Source: an optimization exercise on an open RTL-to-GDS flow (aim: small area, a short achievable clock period and few clock cycles). Production flows keep margins and buffers that such runs may drop. Only simulation tests tie the RTL to the original design; equivalence was not proved. Power and IR drop assume default switching activity.

==> module regFile, before the edit <==
module regFile (
    input  logic        CLK,
    input  logic [4:0]  rs1,
    input  logic [4:0]  rs2,
    output logic [31:0] rs1Data,
    output logic [31:0] rs2Data,
    input  logic        we,
    input  logic [4:0]  rd,
    input  logic [31:0] wdata
);
    logic [31:0] regs [1:31];
    always_comb begin
        rs1Data = '0;
        rs2Data = '0;
        for (int i = 1; i < 32; i++) begin
            rs1Data = rs1Data | ({32{rs1 == 5'(i)}} & regs[i]);
            rs2Data = rs2Data | ({32{rs2 == 5'(i)}} & regs[i]);
        end
    end
    always_ff @(posedge CLK) begin
        for (int i = 1; i < 32; i++) begin
            if (we && rd == 5'(i)) regs[i] <= wdata;
        end
    end
endmodule
==> module rvCore, before the edit <==
module rvCore #(
    parameter int addrBits = 10
) (
    input  logic                CLK,
    input  logic                rstN,
    input  logic [31:0]         instr,
    output logic [addrBits-1:0] instrAddr,
    output logic                ramWe,
    output logic [9:0]          ramAddr,    
    output logic [31:0]         ramWdata,
    input  logic [31:0]         ramRdata,
    output logic [31:0]         gpio
);
    logic [addrBits-1:0] pc;
    logic                stall;
    assign instrAddr = pc;
    always_ff @(posedge CLK) begin
        if (!rstN)       pc <= '0;
        else if (!stall) pc <= pc + 1'b1;
    end
    logic [31:7] dIr;
    logic        dR, dI, dL, dS;    
    assign dIr = instr[31:7];
    assign dR  = instr[6:0] == rvCorePkg::opR;
    assign dI  = instr[6:0] == rvCorePkg::opImm;
    assign dL  = instr[6:0] == rvCorePkg::opLoad;
    assign dS  = instr[6:0] == rvCorePkg::opStore;
    logic [4:0]  dRd, dRs1, dRs2;
    logic [2:0]  dF3;
    logic        dAlt;
    logic [11:0] dImmI;
    logic [9:0]  dImmS;
    logic        dUses1, dUses2, dWrites;
    assign dRd    = dIr[11:7];
    assign dF3    = dIr[14:12];
    assign dRs1   = dIr[19:15];
    assign dRs2   = dIr[24:20];
    assign dAlt   = dIr[30];
    assign dImmI  = dIr[31:20];
    assign dImmS  = {dIr[29:25], dIr[11:7]};
    assign dUses1 = dR | dI | dL | dS;
    assign dUses2 = dR | dS;
    assign dWrites = (dR | dI | dL) && dRd != 5'd0;
    logic        eWe, eLd, eSt;
    logic [4:0]  eRd;
    logic        mWe, mLd, mRamWe, mGpioWe;
    logic [4:0]  mRd;
    logic [31:0] mX;         
    logic [31:0] mFA, mFB;   
    logic [9:0]  mAddr;
    assign stall = eWe && eLd
                   && ((dUses1 && dRs1 == eRd) || (dUses2 && dRs2 == eRd));
    logic [31:0] rf1, rf2, mVal, dA, dB;
    assign mVal = mLd ? ramRdata : mX;
    regFile regs (
        .CLK(CLK), .rs1(dRs1), .rs2(dRs2), .rs1Data(rf1), .rs2Data(rf2),
        .we(mWe), .rd(mRd), .wdata(mVal)
    );
    logic dFwdA, dFwdB;
    assign dFwdA = dUses1 && eWe && !eLd && eRd == dRs1;
    assign dFwdB = dUses2 && eWe && !eLd && eRd == dRs2;
    always_comb begin
        if (dFwdA)                       dA = '0;
        else if (mWe && mRd == dRs1)     dA = mVal;
        else                             dA = rf1;
        if (dI || dL)                    dB = {{20{dImmI[11]}}, dImmI};
        else if (dFwdB)                  dB = '0;
        else if (mWe && mRd == dRs2)     dB = mVal;
        else                             dB = rf2;
    end
    logic [31:0] eA, eB;
    logic [9:0]  eImm;
    logic        eSub, eSelSum, eSelSlt, eSelSltu, eSelXor, eSelOr, eSelAnd;
    logic        eSelSll, eSelSr, eArith;
    always_ff @(posedge CLK) begin
        if (!rstN || stall) begin
            eWe <= 1'b0;
            eLd <= 1'b0;
            eSt <= 1'b0;
        end else begin
            eWe <= dWrites;
            eLd <= dL;
            eSt <= dS;
        end
    end
    always_ff @(posedge CLK) begin
        eRd   <= dRd;
        eA    <= dA;
        eB    <= dB;
        eImm  <= dS ? dImmS : dImmI[9:0];
        eSub     <= (dR && dF3 == 3'd0 && dAlt) || dF3 == 3'd2 || dF3 == 3'd3;
        eSelSum  <= dF3 == 3'd0;
        eSelSll  <= dF3 == 3'd1;
        eSelSlt  <= dF3 == 3'd2;
        eSelSltu <= dF3 == 3'd3;
        eSelXor  <= dF3 == 3'd4;
        eSelSr   <= dF3 == 3'd5;
        eSelOr   <= dF3 == 3'd6;
        eSelAnd  <= dF3 == 3'd7;
        eArith   <= dAlt && dF3 == 3'd5;
    end
    logic [31:0] opA, opB, aluY;
    logic [9:0]  eAddr;
    assign opA = eA | mFA;
    assign opB = eB | mFB;
    aluUnit alu (
        .a(opA), .b(opB), .sub(eSub),
        .selSum(eSelSum), .selSlt(eSelSlt), .selSltu(eSelSltu),
        .selXor(eSelXor), .selOr(eSelOr), .selAnd(eSelAnd),
        .selSll(eSelSll), .selSr(eSelSr), .arith(eArith),
        .y(aluY)
    );
    assign eAddr = opA[9:0] + eImm;
    always_ff @(posedge CLK) begin
        if (!rstN) begin
            mWe     <= 1'b0;
            mLd     <= 1'b0;
            mRamWe  <= 1'b0;
            mGpioWe <= 1'b0;
        end else begin
            mWe     <= eWe;
            mLd     <= eLd;
            mRamWe  <= eSt && eAddr != 10'd0;
            mGpioWe <= eSt && eAddr == 10'd0;
        end
    end
    always_ff @(posedge CLK) begin
        mRd   <= eRd;
        mAddr <= eAddr;
        mX    <= eSt ? opB : aluY;
        mFA   <= dFwdA ? aluY : '0;
        mFB   <= dFwdB ? aluY : '0;
    end
    assign ramWe    = mRamWe;
    assign ramAddr  = mAddr;
    assign ramWdata = mX;
    always_ff @(posedge CLK) begin
        if (!rstN)        gpio <= '0;
        else if (mGpioWe) gpio <= mX;
    end
endmodule
export LEC_CHECK = 0
export ABC_AREA = 1
export CAP_MARGIN = 20
export CELL_PAD_IN_SITES_DETAIL_PLACEMENT = 1
export CELL_PAD_IN_SITES_GLOBAL_PLACEMENT = 2
export CORE_MARGIN = 2
export CORE_UTILIZATION = 30
export PLACE_DENSITY = 0.45
export SETUP_SLACK_MARGIN = 5.0
export SLEW_MARGIN = 20
export TNS_END_PERCENT = 1
create_clock -name core_clock -period 7.0 [get_ports {CLK}]
run.sh (not shown) runs the stock make flow with config.mk's settings and CLKGATE_MAP_FILE= SYNTH_SCRIPT=/design/flow/synth_recipe.tcl, a recipe that flattens the netlist after the stock synthesis.
Testbench counts at the start, summed over its fixed seeds: cycles 20,076.
Edit:
--- a/flow/design.v
+++ b/flow/design.v
@@ -77,8 +77,8 @@
 `timescale 1ns/1ps
 module regFile (
     input  logic        CLK,
-    input  logic [4:0]  rs1,
-    input  logic [4:0]  rs2,
+    input  logic [31:1] rs1Sel,    
+    input  logic [31:1] rs2Sel,
     output logic [31:0] rs1Data,
     output logic [31:0] rs2Data,
     input  logic        we,
@@ -90,8 +90,8 @@
         rs1Data = '0;
         rs2Data = '0;
         for (int i = 1; i < 32; i++) begin
-            rs1Data = rs1Data | ({32{rs1 == 5'(i)}} & regs[i]);
-            rs2Data = rs2Data | ({32{rs2 == 5'(i)}} & regs[i]);
+            rs1Data = rs1Data | ({32{rs1Sel[i]}} & regs[i]);
+            rs2Data = rs2Data | ({32{rs2Sel[i]}} & regs[i]);
         end
     end
     always_ff @(posedge CLK) begin
@@ -127,11 +127,26 @@
     end
     logic [31:7] dIr;
     logic        dR, dI, dL, dS;    
-    assign dIr = instr[31:7];
-    assign dR  = instr[6:0] == rvCorePkg::opR;
-    assign dI  = instr[6:0] == rvCorePkg::opImm;
-    assign dL  = instr[6:0] == rvCorePkg::opLoad;
-    assign dS  = instr[6:0] == rvCorePkg::opStore;
+    always_ff @(posedge CLK) begin
+        if (!rstN) begin
+            {dR, dI, dL, dS} <= '0;
+        end else if (!stall) begin
+            dR <= instr[6:0] == rvCorePkg::opR;
+            dI <= instr[6:0] == rvCorePkg::opImm;
+            dL <= instr[6:0] == rvCorePkg::opLoad;
+            dS <= instr[6:0] == rvCorePkg::opStore;
+        end
+    end
+    logic [31:1] dSel1, dSel2;
+    always_ff @(posedge CLK) begin
+        if (!stall) begin
+            dIr <= instr[31:7];
+            for (int i = 1; i < 32; i++) begin
+                dSel1[i] <= instr[19:15] == 5'(i);
+                dSel2[i] <= instr[24:20] == 5'(i);
+            end
+        end
+    end
     logic [4:0]  dRd, dRs1, dRs2;
     logic [2:0]  dF3;
     logic        dAlt;
@@ -160,7 +175,7 @@
     logic [31:0] rf1, rf2, mVal, dA, dB;
     assign mVal = mLd ? ramRdata : mX;
     regFile regs (
-        .CLK(CLK), .rs1(dRs1), .rs2(dRs2), .rs1Data(rf1), .rs2Data(rf2),
+        .CLK(CLK), .rs1Sel(dSel1), .rs2Sel(dSel2), .rs1Data(rf1), .rs2Data(rf2),
         .we(mWe), .rd(mRd), .wdata(mVal)
     );
     logic dFwdA, dFwdB;
Outcome: Routed wire length went down by roughly a tenth. Worst hold slack degrades by 0.032 ns. First-iteration DRC count went down by a quarter to a third. Combinational power went up by a few percent. Setup slack degrades by 0.014 ns. Sequential share of layout area went up by 3.5 points. Total power went up by a few percent. Sequential power went up by a little under a tenth.
Testbench counts after the change, summed over its fixed seeds: cycles 20,124.

[port drivers added, routing unchanged]
How much do the figures lean on ideal ports? The routed layouts below were timed once more, with nothing changed but the port constraints.
Step 1 sets driving cells, clkbuf_16 on the clock port and buf_2 on the other inputs (assumed; they add their load-dependent delay and slew).
Step 2 also shifts input and output timing later by t, the mid clock arrival at the registers, as if the neighbouring blocks saw the same clock.
Three values: ideal, step 1, step 2; two values: the first two.
run	t (ns)	setup slack, ns	hold WS [ns]	latest minus earliest clock arrival (ns)	worst data-port slew with drivers (ns)
the first run	0.924	4.063 / 4.018 / 3.169	0.408 / 0.408 / 0.408	0.029 / 0.029	0.11
the second run	0.916	4.049 / 4.036 / 3.164	0.376 / 0.376 / 0.376	0.070 / 0.071	0.10
After both steps every run listed still meets setup and hold. For the first run, which loses most, drivers alone change the setup slack by -0.045 ns; drivers and shift together by -0.894 ns.
